Source: an optimization exercise on an open RTL-to-GDS flow (aim: small area, a short achievable clock period and few clock cycles per item). Production flows keep margins and buffers that such runs may drop.
Function was checked by simulation only, so behaviour that the tests miss may differ from the original.

## flow/design.v (module list and top-level ports; edited modules follow where they fit)
// module ppid_add: 30 lines
// module ppid_ytree: 1304 lines
// module ppid_ktree: 393 lines
// module ppid_core: 64 lines
// module positional_pid_antiwindup: 233 lines
module positional_pid_antiwindup
#(
  parameter int DATA_WIDTH     = DATA_WIDTH_DEF,
  parameter int GAIN_FRAC_BITS = GAIN_FRAC_BITS_DEF
) (
  input  logic                  clk,
  input  logic                  rst_n,
  input  logic                  cfg_we,
  input  logic [REG_IDX_W-1:0]  cfg_idx,
  input  logic [GAIN_W-1:0]     cfg_wdata,
  input  logic                  in_valid,
  output logic                  in_ready,
  input  logic [DATA_WIDTH-1:0] error_in,
  input  logic [DATA_WIDTH-1:0] target_in,
  input  logic [DATA_WIDTH-1:0] out_limit,
  output logic                  out_valid,
  input  logic                  out_ready,
  output logic [OUT_W-1:0]      control_out
);
  // ...
==> flow/flow/run.sh <==
#!/bin/bash
# The standard layout, with the full-adder mapping step turned off so ABC
# maps the adder trees itself (the platform's fa/ha cells are slow), and
# timing repair aimed at a setup slack margin, so that repair works on the
# paths that set the achieved period.
set -euo pipefail
bash standard.sh ADDER_MAP_FILE= SETUP_SLACK_MARGIN=8.0 finish > standard_flow.log 2>&1
==> flow/standard.sh <==
#!/bin/bash
# synth_recipe.tcl (not shown) runs the flow's synth.tcl, then flattens the netlist and writes it again
# the make line also repeats each setting of config.mk as NAME=value (left out here)
make -C /OpenROAD-flow-scripts/flow DESIGN_CONFIG=/design/flow/config.mk WORK_HOME=/design/flow/orfs CLKGATE_MAP_FILE= SYNTH_SCRIPT=/design/flow/synth_recipe.tcl "${@:-finish}"
==> flow/config.mk <==
export PLATFORM = sky130hd
export DESIGN_NAME = positional_pid_antiwindup
export DESIGN_NICKNAME = positional_pid_antiwindup
export VERILOG_FILES = /design/flow/design.v
export SDC_FILE = /design/flow/constraint.sdc
export NUM_CORES = 4
export LEC_CHECK = 0
export ABC_AREA = 1
export ABC_CLOCK_PERIOD_IN_PS = 3500
export CAP_MARGIN = 20
export CORE_MARGIN = 2
export CORE_UTILIZATION = 55
export CTS_BUF_LIST = sky130_fd_sc_hd__clkbuf_4 sky130_fd_sc_hd__clkbuf_8
export SLEW_MARGIN = 20
==> flow/constraint.sdc <==
create_clock -name core_clock -period 12.0 [get_ports {clk}]
set_input_delay 2.4000 -clock core_clock [delete_from_list [all_inputs] [get_ports {clk}]]
set_output_delay 2.4000 -clock core_clock [all_outputs]
set_load 0.01 [all_outputs]
==> impl_metrics.xml, run 1 <==
<?xml version="1.0" encoding="UTF-8"?>
<metrics>
  <group name="outcome">
    <metric name="outcome" unit="">timing/DRC/antenna clean</metric>
  </group>
  <group name="hold_path">
    <metric name="worst_hold_path.endpoint" unit="">s1_v</metric>
  </group>
  <group name="floorplan">
    <metric name="core_area" unit="mm²">0.111</metric>
    <metric name="rows" unit="">122</metric>
  </group>
  <group name="drt">
    <metric name="drt_pass1_iterations" unit="">9</metric>
    <metric name="wl_met3" unit="mm">32.7</metric>
    <metric name="routed-via-count" unit="">69102</metric>
    <metric name="drc" unit="">0</metric>
  </group>
  <group name="finish">
    <metric name="final-seq-area" unit="mm²">0.0149</metric>
    <metric name="final_core_util" unit="">0.628</metric>
    <metric name="most-common-layout-cells" unit="">sky130_fd_sc_hd__nand2_1 (3734), sky130_fd_sc_hd__inv_1 (1247), sky130_fd_sc_hd__xor2_1 (937)</metric>
    <metric name="n_sequential_cell" unit="">576</metric>
    <metric name="non_clock_buffer_count" unit="">391</metric>
    <metric name="final-instance-count-excl-fill" unit="">11995</metric>
    <metric name="clkCellAreaFrac" unit="">0.0358</metric>
    <metric name="multiInputGateArea" unit="mm²">0.0412</metric>
    <metric name="max_flop_register" unit="">u_core.KI_r</metric>
  </group>
  <group name="worst_setup_path">
    <metric name="critical_path_class" unit="">flip-flop to flip-flop</metric>
    <metric name="path_cells" unit="">clkinvlp_4 -&gt; buf_4 -&gt; xor2_2 -&gt; nand2_1 -&gt; nand3b_1 -&gt; nand2_1 -&gt; inv_1 -&gt; nand2_1 -&gt; nand3_1 -&gt; nand3_1 -&gt; nand2_1 -&gt; nand4_1 -&gt; nand2_1 -&gt; inv_1 -&gt; nand2_1 -&gt; nand2_1 -&gt; nand2_1 -&gt; nand4_1 -&gt; nand2_1 -&gt; inv_1 -&gt; nand2_1 -&gt; nand2_1</metric>
    <metric name="timing.critical_path.fanout_max" unit="">10</metric>
    <metric name="worstPathRequired" unit="ns">12.54</metric>
    <metric name="r2r.worst_path.cells" unit="">22</metric>
    <metric name="crit_buf_inv" unit="">5</metric>
    <metric name="critical_path.endpoint" unit="">s1_yc[18]</metric>
  </group>
  <group name="synthesis">
    <metric name="synthesis.area" unit="mm²">0.0618</metric>
    <metric name="synthTopCellsByArea" unit="">sky130_fd_sc_hd__nand2_1 (23%), sky130_fd_sc_hd__edfxtp_1 (16%), sky130_fd_sc_hd__xor2_1 (14%), sky130_fd_sc_hd__inv_1 (7.9%), sky130_fd_sc_hd__dfxtp_1 (7.9%)</metric>
    <metric name="synthCells" unit="">10258</metric>
    <metric name="synth_largest_type_area_fraction" unit="">0.230</metric>
    <metric name="postSynthNetCount" unit="">10329</metric>
    <metric name="synthTopCellsByCount" unit="">sky130_fd_sc_hd__nand2_1 (3788), sky130_fd_sc_hd__inv_1 (1300), sky130_fd_sc_hd__xor2_1 (961)</metric>
    <metric name="synth_enable_flop_cells" unit="">333</metric>
    <metric name="yosys_most_used_dff" unit="">sky130_fd_sc_hd__edfxtp_1</metric>
  </group>
  <group name="timing">
    <metric name="final_hold_viol_count" unit="">0</metric>
    <metric name="setup-violations-final" unit="">0</metric>
    <metric name="setup_ws" unit="ns">8.01</metric>
  </group>
  <group name="global_route">
    <metric name="groute.layer.met1.usage" unit="">0.524</metric>
    <metric name="met3_usage" unit="">0.118</metric>
    <metric name="congestion_overflow_gr" unit="">0</metric>
    <metric name="grt_pass1_vias" unit="">60685</metric>
  </group>
  <group name="placed_design">
    <metric name="port-buffer-count" unit="">104</metric>
  </group>
</metrics>
Testbench counts, summed over its fixed seeds: cycles 8,032, items 8,000.
==> inputs of run 2 (changes only) <==
--- a/flow/flow/run.sh
+++ b/flow/flow/run.sh
@@ -6,2 +6,2 @@
 set -euo pipefail
-bash standard.sh ADDER_MAP_FILE= SETUP_SLACK_MARGIN=8.0 finish > standard_flow.log 2>&1
+bash standard.sh ADDER_MAP_FILE= SETUP_SLACK_MARGIN=8.1 finish > standard_flow.log 2>&1
==> run 2 against run 1 <==
Against the previous run:
- still clean
- sequential share of layout area is 0.57 points lower
- routed wire length is 2.1% higher
==> impl_metrics.xml, run 2 <==
<?xml version="1.0" encoding="UTF-8"?>
<metrics>
  <group name="outcome">
    <metric name="outcome" unit="">timing/DRC/antenna clean</metric>
  </group>
  <group name="placed_design">
    <metric name="dp_hpwl" unit="mm">182</metric>
    <metric name="place_ws" unit="ns">6.50</metric>
    <metric name="placed_cells_incl_taps" unit="">11564</metric>
    <metric name="postPlaceCellArea" unit="mm²">0.0636</metric>
    <metric name="finalWeightedCongestion" unit="">1.06</metric>
    <metric name="port-buffer-count" unit="">104</metric>
  </group>
  <group name="run">
    <metric name="maximum_capacitance_violations" unit="">0</metric>
  </group>
  <group name="finish">
    <metric name="share_of_final_layout_standard_cells_stronger_than_drive_strength_1" unit="">0.119</metric>
    <metric name="finish.instance_area" unit="mm²">0.0718</metric>
    <metric name="final-instance-count-excl-fill" unit="">12095</metric>
    <metric name="nets" unit="">10585</metric>
    <metric name="filler_cell_count" unit="">10278</metric>
    <metric name="most_common_cell_after_layout_fill_and_taps_aside" unit="">sky130_fd_sc_hd__nand2_1</metric>
    <metric name="reg.largest.list" unit="">u_core.KI_r x48, s2_sy x40</metric>
    <metric name="final_core_util" unit="">0.647</metric>
    <metric name="flip_flop_count_of_the_largest_register_all_copies_and_words_added" unit="">48</metric>
    <metric name="area_growth" unit="%">16.2</metric>
    <metric name="max_flop_register" unit="">u_core.KI_r</metric>
    <metric name="most-common-layout-cells" unit="">sky130_fd_sc_hd__nand2_1 (3662), sky130_fd_sc_hd__inv_1 (1226), sky130_fd_sc_hd__xor2_1 (913)</metric>
  </group>
  <group name="synthesis">
    <metric name="yosys_most_used_dff" unit="">sky130_fd_sc_hd__edfxtp_1</metric>
    <metric name="synth_seq_cells" unit="">576</metric>
    <metric name="postSynthNetCount" unit="">10329</metric>
    <metric name="synth_enable_flop_cells" unit="">333</metric>
    <metric name="yosys.area.top_type" unit="">sky130_fd_sc_hd__nand2_1</metric>
    <metric name="synth_largest_type_area_fraction" unit="">0.230</metric>
    <metric name="synthTopCellsByCount" unit="">sky130_fd_sc_hd__nand2_1 (3788), sky130_fd_sc_hd__inv_1 (1300), sky130_fd_sc_hd__xor2_1 (961)</metric>
    <metric name="synth.avg_cell_area" unit="µm²">6.02</metric>
    <metric name="synthTopCellsByArea" unit="">sky130_fd_sc_hd__nand2_1 (23%), sky130_fd_sc_hd__edfxtp_1 (16%), sky130_fd_sc_hd__xor2_1 (14%), sky130_fd_sc_hd__inv_1 (7.9%), sky130_fd_sc_hd__dfxtp_1 (7.9%)</metric>
    <metric name="synth.lib_cells_used.distinct" unit="">62</metric>
    <metric name="sequential_cell_area_fraction_in_the_yosys_report" unit="">0.241</metric>
    <metric name="synthCells" unit="">10258</metric>
    <metric name="synth_warnings" unit="">7</metric>
    <metric name="synthesis.area" unit="mm²">0.0618</metric>
    <metric name="ys_async_sr_fraction" unit="">0</metric>
    <metric name="post-synth-top-count-cell" unit="">sky130_fd_sc_hd__nand2_1</metric>
  </group>
  <group name="clock_tree">
    <metric name="insertion_delay_to_the_later_sink_of_the_worst_skew_pair" unit="ns">0.82</metric>
    <metric name="clkSlewWorstSetupHoldPaths" unit="ns">0.07</metric>
    <metric name="cts_buffer_depth" unit="">3</metric>
    <metric name="cts_tree" unit="">yes</metric>
    <metric name="cts_max_level" unit="">3</metric>
    <metric name="cts_inserted_buffers" unit="">102</metric>
    <metric name="clock_sinks" unit="">576</metric>
    <metric name="root_buffer" unit="">sky130_fd_sc_hd__clkbuf_8</metric>
  </group>
  <group name="global_route">
    <metric name="grt_pass1_vias" unit="">60980</metric>
    <metric name="maximum_number_of_pins_on_one_net_before_global_route_repair" unit="">96</metric>
    <metric name="antenna_found_initial" unit="">6</metric>
    <metric name="global_route_wire_length_before_repair" unit="mm">362</metric>
    <metric name="congestion_overflow_gr" unit="">0</metric>
    <metric name="grtUsageTotal" unit="">0.414</metric>
  </group>
  <group name="worst_setup_path">
    <metric name="worstSetupEndpointType" unit="">flip-flop</metric>
    <metric name="setup.worst_path.start_class" unit="">input pin</metric>
    <metric name="rr_startpoint" unit="">kf_e[9]</metric>
    <metric name="critical_path_class" unit="">input pin to flip-flop</metric>
    <metric name="cp.arrival" unit="ns">4.55</metric>
    <metric name="worstReg2RegEnd" unit="">s1_yc[12]</metric>
    <metric name="worstPathRequired" unit="ns">12.57</metric>
    <metric name="r2r.worst_path.cells" unit="">19</metric>
    <metric name="r2r_setup_slack" unit="ns">8.20</metric>
    <metric name="timing.critical_path.fanout_max" unit="">3</metric>
  </group>
  <group name="timing">
    <metric name="min_period" unit="ns">3.98</metric>
    <metric name="finalClockSkew" unit="ns">0.0560</metric>
    <metric name="max_clock_freq" unit="MHz">251</metric>
    <metric name="setup_ws" unit="ns">8.02</metric>
    <metric name="setup-violations-final" unit="">0</metric>
    <metric name="finalHoldWorstSlack" unit="ns">0.471</metric>
    <metric name="final_hold_viol_count" unit="">0</metric>
    <metric name="final.period_utilization" unit="">0.332</metric>
    <metric name="setup_tns" unit="ns">0</metric>
    <metric name="timing.slew.headroom" unit="">0.265</metric>
    <metric name="unrepaired_setup_endpoints_after_global_routing" unit="">yes</metric>
    <metric name="maxSlewViolCount" unit="">0</metric>
    <metric name="worst_slew_pin_slew" unit="ns">1.09</metric>
  </group>
  <group name="hold_path">
    <metric name="worst_hold_path.endpoint" unit="">s1_v</metric>
    <metric name="holdCritStartpoint" unit="">s1_v</metric>
    <metric name="timing.hold.worst.class" unit="">flip-flop to flip-flop</metric>
    <metric name="hold-path-cell-count" unit="">2</metric>
  </group>
  <group name="drt">
    <metric name="wl" unit="mm">255</metric>
    <metric name="drc" unit="">0</metric>
    <metric name="drt_pass1_iterations" unit="">13</metric>
    <metric name="route.detailed.wl_per_inst" unit="µm">21.1</metric>
    <metric name="viasPerCell" unit="">5.78</metric>
    <metric name="final_antenna_net_count" unit="">0</metric>
    <metric name="routed-via-count" unit="">69894</metric>
    <metric name="dr.first_iter.drc_count" unit="">8966</metric>
  </group>
  <group name="floorplan">
    <metric name="width_of_the_die" unit="µm">339</metric>
    <metric name="initial_utilization" unit="">0.557</metric>
    <metric name="chipHeight" unit="µm">339</metric>
    <metric name="io_pins" unit="">105</metric>
    <metric name="rows" unit="">122</metric>
    <metric name="core_area" unit="mm²">0.111</metric>
    <metric name="fp.dieArea" unit="mm²">0.115</metric>
  </group>
</metrics>
==> run 2: cell count changes in the layout (fill, tap and decap cells not counted), moves of 12 or more <==
cell	delta
sky130_fd_sc_hd__buf_12	+12
sky130_fd_sc_hd__dfxtp_1	-16
sky130_fd_sc_hd__o22ai_1	-16
sky130_fd_sc_hd__xor2_1	-24
sky130_fd_sc_hd__xor2_2	+21
sky130_fd_sc_hd__inv_1	-21
sky130_fd_sc_hd__o22ai_2	+14
sky130_fd_sc_hd__nand2_1	-72
sky130_fd_sc_hd__nand2_2	+64
sky130_fd_sc_hd__buf_4	+64
sky130_fd_sc_hd__nand3_1	-33
sky130_fd_sc_hd__nand3_2	+28
==> run 2: routing by layer <==
layer  up-vias  GRT usage  part of all wire
met5         -          0           0.00044
met4         6      0.263             0.075
met3      1019      0.118              0.13
met2      4020      0.618              0.41
met1     31635      0.524              0.38
li1      33214          -                 -
==> run 2: cells by family (layout without fill, tap and decap cells) <==
kind of cell | Yosys count | count (layout) | synth area share
fa+ha+maj | 1 | 1 | 0.000162
compound gates | 1365 | 1365 | 0.125
other cells | 0 | 5 | 0
buf+inv | 1729 | 2055 | 0.111
simple gates | 5478 | 5496 | 0.366
flops | 576 | 576 | 0.241
xor+xnor | 1109 | 1109 | 0.158
==> run 2: repair_timing <==
| item | 4_1_cts | 5_1_grt |
|---|---|---|
| endpoints found under the setup margin | 269 | 229 |
| pin swaps | 29 | 80 |
| hold buffers | 0 | 0 |
| endpoints found under the hold margin | 0 | 0 |
| gates cloned | 8 | 22 |
| resized for setup | 235 | 515 |
| setup buffers | 114 | 190 |
==> run 2: worst max-delay path, cell delays in order <==
cell and delay [ns]:
sky130_fd_sc_hd__buf_12 0.09, sky130_fd_sc_hd__clkinv_4 0.05, sky130_fd_sc_hd__nand2_4 0.05, sky130_fd_sc_hd__nand2_4 0.05
sky130_fd_sc_hd__o21ai_4 0.14, sky130_fd_sc_hd__a21oi_2 0.08, sky130_fd_sc_hd__nand2_1 0.08, sky130_fd_sc_hd__nand2_2 0.06
sky130_fd_sc_hd__a21oi_2 0.17, sky130_fd_sc_hd__nand2_1 0.10, sky130_fd_sc_hd__nand2_2 0.10, sky130_fd_sc_hd__nand2_2 0.07
sky130_fd_sc_hd__nand2_4 0.07, sky130_fd_sc_hd__nand2_2 0.06, sky130_fd_sc_hd__nand2_2 0.08, sky130_fd_sc_hd__nand2_2 0.06
sky130_fd_sc_hd__nand2_2 0.08, sky130_fd_sc_hd__a21oi_2 0.06, sky130_fd_sc_hd__o21bai_1 0.20, sky130_fd_sc_hd__nor2_1 0.10
sky130_fd_sc_hd__or2_4 0.24, sky130_fd_sc_hd__nand4_1 0.09, sky130_fd_sc_hd__nand2_1 0.06
==> run 2: cell type report <==
class | instances | area (µm²) | area share
Tap cell | 1488 | 1860 | 0.0259
Clock buffer | 142 | 1770 | 0.0247
Timing Repair inverter | 5 | 33.8 | 0.000471
Timing Repair Buffer | 480 | 4660 | 0.0649
Multi-Input combinational cell | 7971 | 42200 | 0.587
Clock inverter | 50 | 723 | 0.0101
Sequential cell | 576 | 15000 | 0.209
Inverter | 1378 | 5570 | 0.0776
Antenna cell | 5 | 12.5 | 0.000174
==> run 2: worst max-delay path by stage <==
stage / from / endpoint / slack (ns) / depth (start not counted)
6_report: target_in[1] / s0_dt[15] / 8.02 / 23
5_1_grt: target_in[1] / s0_dt[16] / 7.84 / 23
4_1_cts: kf_e[17] / s1_yc[18] / 8.10 / 24
3_5_place_dp: target_in[1] / s0_dt[15] / 6.50 / 23
3_3_place_gp: target_in[1] / s0_dt[15] / 6.46 / 23
2_1_floorplan: target_in[1] / s0_dt[15] / 7.42 / 21
==> inputs of run 3 (changes only) <==
==> flow/flow/run.sh (replaced) <==
#!/bin/bash
# The standard layout (standard synthesis, full adders included), with
# timing repair aimed at a setup slack margin, so that repair works on the
# paths that set the achieved period.
set -euo pipefail
bash standard.sh SETUP_SLACK_MARGIN=7.6 finish > standard_flow.log 2>&1
==> run 3 against run 2 <==
Against the previous run:
- maximum frequency shrank 29%
- global-route usage shrank 3.9 points
- first-iteration DRC count shrank 44%
- non-clock buffer count shrank 201
- synthesized area shrank 14%
- largest cell class unchanged
- worst setup slack lost 1.7 ns
- critical path depth is the same
- routed wire length shrank 26%
- worst hold slack lost 0.014 ns
- still clean
==> impl_metrics.xml, run 3 <==
<?xml version="1.0" encoding="UTF-8"?>
<metrics>
  <group name="floorplan">
    <metric name="core_area" unit="mm²">0.0964</metric>
    <metric name="rows" unit="">114</metric>
    <metric name="chipHeight" unit="µm">316</metric>
    <metric name="initial_utilization" unit="">0.554</metric>
    <metric name="width_of_the_die" unit="µm">316</metric>
    <metric name="fp.dieArea" unit="mm²">0.0996</metric>
    <metric name="io_pins" unit="">105</metric>
  </group>
  <group name="placed_design">
    <metric name="postPlaceCellArea" unit="mm²">0.0554</metric>
    <metric name="port-buffer-count" unit="">104</metric>
    <metric name="placed_cells_incl_taps" unit="">6764</metric>
    <metric name="finalWeightedCongestion" unit="">1.04</metric>
    <metric name="dp_hpwl" unit="mm">139</metric>
  </group>
  <group name="finish">
    <metric name="flip_flop_count_of_the_largest_register_all_copies_and_words_added" unit="">48</metric>
    <metric name="nets" unit="">6704</metric>
    <metric name="most-common-layout-cells" unit="">sky130_fd_sc_hd__inv_1 (944), sky130_fd_sc_hd__xor2_1 (628), sky130_fd_sc_hd__fa_1 (587)</metric>
    <metric name="area_growth" unit="%">12.4</metric>
    <metric name="most_common_cell_after_layout_fill_and_taps_aside" unit="">sky130_fd_sc_hd__inv_1</metric>
    <metric name="filler_cell_count" unit="">8231</metric>
    <metric name="reg.largest.list" unit="">u_core.KI_r x48, s2_sy x40</metric>
    <metric name="multiInputGateArea" unit="mm²">0.0345</metric>
    <metric name="finish.instance_area" unit="mm²">0.0600</metric>
    <metric name="final-instance-count-excl-fill" unit="">7082</metric>
    <metric name="final-seq-area" unit="mm²">0.0149</metric>
    <metric name="share_of_final_layout_standard_cells_stronger_than_drive_strength_1" unit="">0.116</metric>
    <metric name="max_flop_register" unit="">u_core.KI_r</metric>
  </group>
  <group name="synthesis">
    <metric name="arithmetic_cell_share_of_the_synthesized_area_counting_full_adders_half_adders_and_majority_gates" unit="">0.306</metric>
    <metric name="yosys.area_share.simple" unit="">0.0601</metric>
    <metric name="synth_enable_flop_cells" unit="">333</metric>
    <metric name="synth.avg_cell_area" unit="µm²">9.47</metric>
    <metric name="combinational_family_with_the_most_area_after_synthesis" unit="">adder cells</metric>
    <metric name="ys_async_sr_fraction" unit="">0</metric>
    <metric name="synth-compound-area-share" unit="">0.142</metric>
    <metric name="synthTopCellsByCount" unit="">sky130_fd_sc_hd__inv_1 (977), sky130_fd_sc_hd__fa_1 (646), sky130_fd_sc_hd__xor2_1 (640)</metric>
    <metric name="synthXorXnorAreaFrac" unit="">0.115</metric>
    <metric name="synthesis.area" unit="mm²">0.0534</metric>
    <metric name="synth_warnings" unit="">7</metric>
    <metric name="synth_largest_type_area_fraction" unit="">0.242</metric>
    <metric name="yosys_most_used_dff" unit="">sky130_fd_sc_hd__edfxtp_1</metric>
    <metric name="synth_seq_cells" unit="">576</metric>
    <metric name="synth.lib_cells_used.distinct" unit="">52</metric>
    <metric name="sequential_cell_area_fraction_in_the_yosys_report" unit="">0.278</metric>
    <metric name="synthTopCellsByArea" unit="">sky130_fd_sc_hd__fa_1 (24%), sky130_fd_sc_hd__edfxtp_1 (19%), sky130_fd_sc_hd__xor2_1 (10%), sky130_fd_sc_hd__dfxtp_1 (9.1%), sky130_fd_sc_hd__inv_1 (6.9%)</metric>
    <metric name="yosys.area.top_type" unit="">sky130_fd_sc_hd__fa_1</metric>
    <metric name="synth_mux_area_frac" unit="">0</metric>
    <metric name="post-synth-top-count-cell" unit="">sky130_fd_sc_hd__inv_1</metric>
    <metric name="synthCells" unit="">5640</metric>
    <metric name="postSynthNetCount" unit="">6629</metric>
  </group>
  <group name="worst_setup_path">
    <metric name="worstPathRequired" unit="ns">12.52</metric>
    <metric name="critical_path_class" unit="">flip-flop to flip-flop</metric>
    <metric name="worstReg2RegEnd" unit="">s1_yc[15]</metric>
    <metric name="r2r.worst_path.cells" unit="">23</metric>
    <metric name="cp.arrival" unit="ns">6.15</metric>
    <metric name="setup.worst_path.start_class" unit="">flip-flop</metric>
    <metric name="rr_startpoint" unit="">s0_l[1]</metric>
    <metric name="r2r_setup_slack" unit="ns">6.37</metric>
    <metric name="timing.critical_path.fanout_max" unit="">7</metric>
    <metric name="worstSetupEndpointType" unit="">flip-flop</metric>
  </group>
  <group name="global_route">
    <metric name="grtUsageTotal" unit="">0.375</metric>
    <metric name="maximum_number_of_pins_on_one_net_before_global_route_repair" unit="">142</metric>
    <metric name="antenna_found_initial" unit="">10</metric>
    <metric name="global_route_wire_length_before_repair" unit="mm">274</metric>
    <metric name="grt_pass1_vias" unit="">41879</metric>
    <metric name="congestion_overflow_gr" unit="">0</metric>
  </group>
  <group name="run">
    <metric name="maximum_capacitance_violations" unit="">0</metric>
  </group>
  <group name="timing">
    <metric name="setup-violations-final" unit="">0</metric>
    <metric name="finalHoldWorstSlack" unit="ns">0.457</metric>
    <metric name="min_period" unit="ns">5.63</metric>
    <metric name="unrepaired_setup_endpoints_after_global_routing" unit="">yes</metric>
    <metric name="worst_slew_pin_slew" unit="ns">1.16</metric>
    <metric name="final_hold_viol_count" unit="">0</metric>
    <metric name="final.period_utilization" unit="">0.469</metric>
    <metric name="maxSlewViolCount" unit="">0</metric>
    <metric name="max_clock_freq" unit="MHz">178</metric>
    <metric name="setup_tns" unit="ns">0</metric>
    <metric name="timing.slew.headroom" unit="">0.227</metric>
    <metric name="finalClockSkew" unit="ns">0.0467</metric>
  </group>
  <group name="clock_tree">
    <metric name="cts_inserted_buffers" unit="">102</metric>
    <metric name="cts_tree" unit="">yes</metric>
    <metric name="cts_buffer_depth" unit="">3</metric>
    <metric name="insertion_delay_to_the_later_sink_of_the_worst_skew_pair" unit="ns">0.81</metric>
    <metric name="cts_max_level" unit="">3</metric>
    <metric name="root_buffer" unit="">sky130_fd_sc_hd__clkbuf_8</metric>
    <metric name="clock_sinks" unit="">576</metric>
    <metric name="clkSlewWorstSetupHoldPaths" unit="ns">0.06</metric>
  </group>
  <group name="drt">
    <metric name="drc" unit="">0</metric>
    <metric name="viasPerCell" unit="">6.11</metric>
    <metric name="wl" unit="mm">190</metric>
    <metric name="drt_pass1_iterations" unit="">8</metric>
    <metric name="final_antenna_net_count" unit="">0</metric>
    <metric name="dr.first_iter.drc_count" unit="">5061</metric>
    <metric name="routed-via-count" unit="">43290</metric>
    <metric name="route.detailed.wl_per_inst" unit="µm">26.8</metric>
  </group>
  <group name="hold_path">
    <metric name="timing.hold.worst.class" unit="">flip-flop to flip-flop</metric>
    <metric name="worst_hold_path.endpoint" unit="">t1_r[4]</metric>
    <metric name="hold-path-cell-count" unit="">2</metric>
    <metric name="holdCritStartpoint" unit="">t1_r[4]</metric>
  </group>
  <group name="outcome">
    <metric name="outcome" unit="">timing/DRC/antenna clean</metric>
  </group>
</metrics>
run 3: routing by layer:
metal  vias up  wire length, µm  track usage
met2      2677            82200        0.562
met4         8            10200        0.159
met3       583            24300        0.128
met1     21293            73300        0.499
met5         -               57            0
li1      18729                -            -
run 3: worst max-delay path, cell delays in order, from the launching register on:
cell and delay (ns):
sky130_fd_sc_hd__edfxtp_1 0.42, sky130_fd_sc_hd__inv_2 0.11, sky130_fd_sc_hd__ha_4 0.15, sky130_fd_sc_hd__nand3_4 0.08
sky130_fd_sc_hd__nor3_4 0.13, sky130_fd_sc_hd__nand2_1 0.11, sky130_fd_sc_hd__nor2_2 0.14, sky130_fd_sc_hd__nand2_2 0.10
sky130_fd_sc_hd__nor3_4 0.15, sky130_fd_sc_hd__nor3b_2 0.20, sky130_fd_sc_hd__ha_2 0.25, sky130_fd_sc_hd__or2_4 0.23
sky130_fd_sc_hd__o22ai_2 0.10, sky130_fd_sc_hd__xor2_1 0.29, sky130_fd_sc_hd__inv_2 0.10, sky130_fd_sc_hd__fa_1 0.45
sky130_fd_sc_hd__fa_1 0.50, sky130_fd_sc_hd__inv_1 0.05, sky130_fd_sc_hd__fa_1 0.47, sky130_fd_sc_hd__inv_1 0.05
sky130_fd_sc_hd__fa_2 0.33, sky130_fd_sc_hd__fa_1 0.48, sky130_fd_sc_hd__inv_1 0.05, sky130_fd_sc_hd__fa_1 0.44
run 3: timing repair:
action                     in CTS  in global routing
cloned                          5                  8
hold buffers                    0                  0
resized for setup             155                213
setup endpoints to repair     189                234
pin swaps                      45                 82
setup buffers                  57                 53
run 3: how the worst max path moves through the flow:
stage | endpoint | slack (ns) | startpoint | depth (start not counted)
floorplan | s1_yc[18] | 6.81 | s0_l[1] | 25
global placement | u_core.I_r[25] | 6.46 | u_core.KI_r[21] | 22
detailed placement | s1_yc[21] | 6.31 | s0_l[1] | 21
CTS | s1_yc[21] | 6.43 | s0_l[1] | 22
global route | s1_yc[18] | 6.23 | s0_l[1] | 27
finish | s1_yc[15] | 6.37 | s0_l[1] | 23
run 3: kinds of logic (layout without fill, tap and decap cells):
family | count (synthesis) | count (layout)
buffers and inverters | 1372 | 1525
and+or+nand+nor | 770 | 775
DFF | 576 | 576
adders and majority gates | 919 | 919
xor gates and xnor gates | 700 | 700
AOI/OAI and AO/OA | 1303 | 1303
other | 0 | 8
run 3: through the flow:
stage               utilization  worst slack [ns]
floorplan                     -              6.81
global placement          0.574              6.46
detailed placement        0.574              6.31
CTS                       0.608              6.43
global route              0.622              6.23
finish                    0.622              6.37
run 3: layout make-up:
class,instances,share of cell area
diodes,8,0.000334
clock buffers,152,0.0307
clock inverters,35,0.00494
inverters,1059,0.0690
multi-input cells,3697,0.574
flip-flops and latches,576,0.248
well taps,1276,0.0266
repair buffers,279,0.0458
==> inputs of run 4 (changes only) <==
==> flow/flow/run.sh (replaced) <==
#!/bin/bash
# The standard layout, with the full-adder mapping step turned off so ABC
# maps the adder trees itself (the platform's fa/ha cells are slow), and
# timing repair aimed at a setup slack margin, so that repair works on the
# paths that set the achieved period (after global routing only).
set -euo pipefail
bash standard.sh ADDER_MAP_FILE= SETUP_SLACK_MARGIN=7.9 SKIP_CTS_REPAIR_TIMING=1 finish > standard_flow.log 2>&1
==> run 4 against run 3 <==
Against the previous run:
- critical path type is now input pin to flip-flop
- highest routed layer unchanged
- still clean
- synthesized cell count up 82%
- cell count up 69%
- synthesized area up 16%
==> impl_metrics.xml, run 4 <==
<?xml version="1.0" encoding="UTF-8"?>
<metrics>
  <group name="global_route">
    <metric name="met3_usage" unit="">0.107</metric>
    <metric name="congestion_overflow_gr" unit="">0</metric>
    <metric name="global_route_wire_length_before_repair" unit="mm">355</metric>
    <metric name="grt_pass1_vias" unit="">59854</metric>
    <metric name="grtUsageTotal" unit="">0.405</metric>
    <metric name="maximum_number_of_pins_on_one_net_before_global_route_repair" unit="">111</metric>
    <metric name="global_route.peak_usage_layer" unit="">met2</metric>
    <metric name="antenna_found_initial" unit="">8</metric>
    <metric name="groute.layer.met1.usage" unit="">0.525</metric>
    <metric name="met2_usage" unit="">0.603</metric>
  </group>
  <group name="synthesis">
    <metric name="synthTopCellsByArea" unit="">sky130_fd_sc_hd__nand2_1 (23%), sky130_fd_sc_hd__edfxtp_1 (16%), sky130_fd_sc_hd__xor2_1 (14%), sky130_fd_sc_hd__inv_1 (7.9%), sky130_fd_sc_hd__dfxtp_1 (7.9%)</metric>
    <metric name="postSynthNetCount" unit="">10329</metric>
    <metric name="synthTopCellsByCount" unit="">sky130_fd_sc_hd__nand2_1 (3788), sky130_fd_sc_hd__inv_1 (1300), sky130_fd_sc_hd__xor2_1 (961)</metric>
    <metric name="post-synth-top-count-cell" unit="">sky130_fd_sc_hd__nand2_1</metric>
    <metric name="synth_warnings" unit="">7</metric>
    <metric name="synth_seq_cells" unit="">576</metric>
    <metric name="synthCells" unit="">10258</metric>
    <metric name="synth_largest_type_area_fraction" unit="">0.230</metric>
    <metric name="synth.avg_cell_area" unit="µm²">6.02</metric>
    <metric name="sequential_cell_area_fraction_in_the_yosys_report" unit="">0.241</metric>
    <metric name="yosys.area.top_type" unit="">sky130_fd_sc_hd__nand2_1</metric>
    <metric name="ys_async_sr_fraction" unit="">0</metric>
    <metric name="synth.lib_cells_used.distinct" unit="">62</metric>
    <metric name="yosys_most_used_dff" unit="">sky130_fd_sc_hd__edfxtp_1</metric>
    <metric name="synth_enable_flop_cells" unit="">333</metric>
    <metric name="synthesis.area" unit="mm²">0.0618</metric>
  </group>
  <group name="floorplan">
    <metric name="fp.dieArea" unit="mm²">0.115</metric>
    <metric name="width_of_the_die" unit="µm">339</metric>
    <metric name="rows" unit="">122</metric>
    <metric name="chipHeight" unit="µm">339</metric>
    <metric name="core_area" unit="mm²">0.111</metric>
    <metric name="initial_utilization" unit="">0.557</metric>
    <metric name="io_pins" unit="">105</metric>
  </group>
  <group name="finish">
    <metric name="most-common-layout-cells" unit="">sky130_fd_sc_hd__nand2_1 (3756), sky130_fd_sc_hd__inv_1 (1248), sky130_fd_sc_hd__xor2_1 (936)</metric>
    <metric name="most_common_cell_after_layout_fill_and_taps_aside" unit="">sky130_fd_sc_hd__nand2_1</metric>
    <metric name="reg.largest.list" unit="">u_core.KI_r x48, s2_sy x40</metric>
    <metric name="nets" unit="">10499</metric>
    <metric name="filler_cell_count" unit="">10552</metric>
    <metric name="final_core_util" unit="">0.625</metric>
    <metric name="finish.instance_area" unit="mm²">0.0694</metric>
    <metric name="share_of_final_layout_standard_cells_stronger_than_drive_strength_1" unit="">0.0877</metric>
    <metric name="flip_flop_count_of_the_largest_register_all_copies_and_words_added" unit="">48</metric>
    <metric name="area_growth" unit="%">12.4</metric>
    <metric name="final-instance-count-excl-fill" unit="">11999</metric>
    <metric name="max_flop_register" unit="">u_core.KI_r</metric>
  </group>
  <group name="timing">
    <metric name="unrepaired_setup_endpoints_after_global_routing" unit="">yes</metric>
    <metric name="final.period_utilization" unit="">0.340</metric>
    <metric name="setup-violations-final" unit="">0</metric>
    <metric name="max_clock_freq" unit="MHz">245</metric>
    <metric name="min_period" unit="ns">4.08</metric>
    <metric name="timing.slew.headroom" unit="">0.206</metric>
    <metric name="worst_slew_pin_slew" unit="ns">1.18</metric>
    <metric name="maxSlewViolCount" unit="">0</metric>
    <metric name="final_hold_viol_count" unit="">0</metric>
    <metric name="finalClockSkew" unit="ns">0.106</metric>
    <metric name="setup_tns" unit="ns">0</metric>
  </group>
  <group name="drt">
    <metric name="final_antenna_net_count" unit="">0</metric>
    <metric name="viasPerCell" unit="">5.74</metric>
    <metric name="wl" unit="mm">249</metric>
    <metric name="drt_pass1_iterations" unit="">9</metric>
    <metric name="route.detailed.wl_per_inst" unit="µm">20.8</metric>
    <metric name="drc" unit="">0</metric>
    <metric name="routed-via-count" unit="">68932</metric>
    <metric name="dr.first_iter.drc_count" unit="">8701</metric>
  </group>
  <group name="clock_tree">
    <metric name="root_buffer" unit="">sky130_fd_sc_hd__clkbuf_8</metric>
    <metric name="cts_buffer_depth" unit="">3</metric>
    <metric name="cts_inserted_buffers" unit="">100</metric>
    <metric name="cts_tree" unit="">yes</metric>
    <metric name="cts_max_level" unit="">3</metric>
    <metric name="insertion_delay_to_the_later_sink_of_the_worst_skew_pair" unit="ns">0.81</metric>
    <metric name="clock_sinks" unit="">576</metric>
    <metric name="clkSlewWorstSetupHoldPaths" unit="ns">0.06</metric>
  </group>
  <group name="worst_setup_path">
    <metric name="setup.worst_path.start_class" unit="">input pin</metric>
    <metric name="timing.critical_path.fanout_max" unit="">7</metric>
    <metric name="critical_path.startpoint" unit="">cfg_wdata[7]</metric>
    <metric name="critical_path_class" unit="">input pin to flip-flop</metric>
    <metric name="crit_path_top_delay_cell" unit="">sky130_fd_sc_hd__clkdlybuf4s50_1</metric>
    <metric name="worstPathRequired" unit="ns">12.70</metric>
    <metric name="worstSetupEndpointType" unit="">flip-flop</metric>
    <metric name="worst_path_dominant_cell_family" unit="">buffers and inverters</metric>
    <metric name="timing.critical_path.slowest_cell_delay" unit="ns">0.80</metric>
    <metric name="rr_startpoint" unit="">kf_e[21]</metric>
    <metric name="path_cells" unit="">clkdlybuf4s50_1 -&gt; nand2_1 -&gt; o21ai_0 -&gt; inv_1 -&gt; a21oi_1</metric>
    <metric name="crit_buf_inv" unit="">2</metric>
    <metric name="cp.arrival" unit="ns">4.77</metric>
  </group>
  <group name="run">
    <metric name="maximum_capacitance_violations" unit="">0</metric>
  </group>
  <group name="placed_design">
    <metric name="placed_cells_incl_taps" unit="">11567</metric>
    <metric name="port-buffer-count" unit="">104</metric>
    <metric name="finalWeightedCongestion" unit="">1.06</metric>
    <metric name="dp_hpwl" unit="mm">183</metric>
    <metric name="postPlaceCellArea" unit="mm²">0.0636</metric>
  </group>
  <group name="outcome">
    <metric name="outcome" unit="">timing/DRC/antenna clean</metric>
  </group>
  <group name="hold_path">
    <metric name="holdCritStartpoint" unit="">t1_r[14]</metric>
    <metric name="timing.hold.worst.class" unit="">flip-flop to flip-flop</metric>
  </group>
</metrics>
## run 4: metrics by stage
step	hold slack [ns]	setup slack (ns)
after floorplan	0.409	7.42
after global placement	0.454	6.45
after detailed placement	0.464	6.47
after CTS	0.471	7.13
after global routing	0.498	7.80
final	0.470	7.92
## run 4: final cells by class
cell class / count / area (µm²) / area share
clock inverters: 38 / 344 / 0.00496
multi-input cells: 7957 / 40900 / 0.589
clock buffers: 144 / 1780 / 0.0256
repair inverters: 2 / 15.0 / 0.000216
flip-flops and latches: 576 / 14900 / 0.215
inverters: 1378 / 5480 / 0.0790
repair buffers: 413 / 4110 / 0.0592
well taps: 1488 / 1860 / 0.0268
diodes: 3 / 7.51 / 0.000108
## run 4: kinds of logic after synthesis
family	after synthesis	share of synthesized area
simple gates	5478	0.366
buf+inv	1729	0.111
compound gates	1365	0.125
xor+xnor	1109	0.158
flops	576	0.241
fa+ha+maj	1	0.000162
## run 4: layer usage
layer  vias to the layer above  part of all wire
met1                     30854              0.39
met3                       945              0.13
met2                      4121              0.41
met5                         -           0.00071
li1                      33004                 -
met4                         8             0.071
## run 4: worst reg2reg max path, cell delays in order (launching register included)
cell and delay [ns]:
sky130_fd_sc_hd__dfxtp_2 0.68, sky130_fd_sc_hd__inv_2 0.46, sky130_fd_sc_hd__xor2_1 0.35, sky130_fd_sc_hd__xnor2_1 0.77, sky130_fd_sc_hd__nand2_1 0.22, sky130_fd_sc_hd__nand2_1 0.11, sky130_fd_sc_hd__nand2_1 0.05, sky130_fd_sc_hd__nand2_1 0.11
sky130_fd_sc_hd__inv_1 0.06, sky130_fd_sc_hd__nand2_1 0.06, sky130_fd_sc_hd__nand2_1 0.11, sky130_fd_sc_hd__o21ai_0 0.19, sky130_fd_sc_hd__nand2_1 0.11, sky130_fd_sc_hd__inv_1 0.09, sky130_fd_sc_hd__nand2_1 0.06, sky130_fd_sc_hd__nand2_1 0.07
sky130_fd_sc_hd__nand3_1 0.10, sky130_fd_sc_hd__nand3_1 0.09, sky130_fd_sc_hd__nand2_1 0.05
## run 4: final timing paths
kind / end / slack (ns) / cells past startpoint
setup / recovery: kp_e[11] / 7.92 / 5
setup reg to reg: s1_yc[14] / 7.96 / 18
hold reg to reg: t1_r[14] / 0.47 / 2
hold / removal: t1_r[14] / 0.47 / 2

what the ideal ports hide:
In the flow no input, the clock included, has a driving cell. The finished layouts below were timed again as built, in two steps.
Step 1 assumes that a clkbuf_16 drives the clock port and a buf_2 every other input.
Step 2 times the ports against the registers' clock, not the clock port: input delays grow and output delays shrink by t, the midpoint of the rising clock arrivals with the driver on.
Slacks: ideal / step 1 / step 2; pairs: ideal / step 1.
| run | t, ns | setup slack, ns | clock arrival spread, ns | worst data-port slew with drivers (ns) | pins driven straight from the clock port |
|---|---|---|---|---|---|
| run 1 | 0.877 | 8.015 / 7.998 / 7.187 | 0.068 / 0.067 | 0.07 | 1 |
| run 2 | 0.864 | 8.022 / 8.031 / 7.167 | 0.065 / 0.066 | 0.07 | 1 |
| run 3 | 0.861 | 6.367 / 6.367 / 6.367 | 0.056 / 0.056 | 0.10 | 1 |
| run 4 | 0.828 | 7.925 / 7.896 / 7.145 | 0.106 / 0.105 | 0.07 | 1 |
After both steps every run listed still meets setup and hold. The setup slack of run 2, which loses most, moves by +0.009 ns with the drivers and by -0.855 ns with both steps.
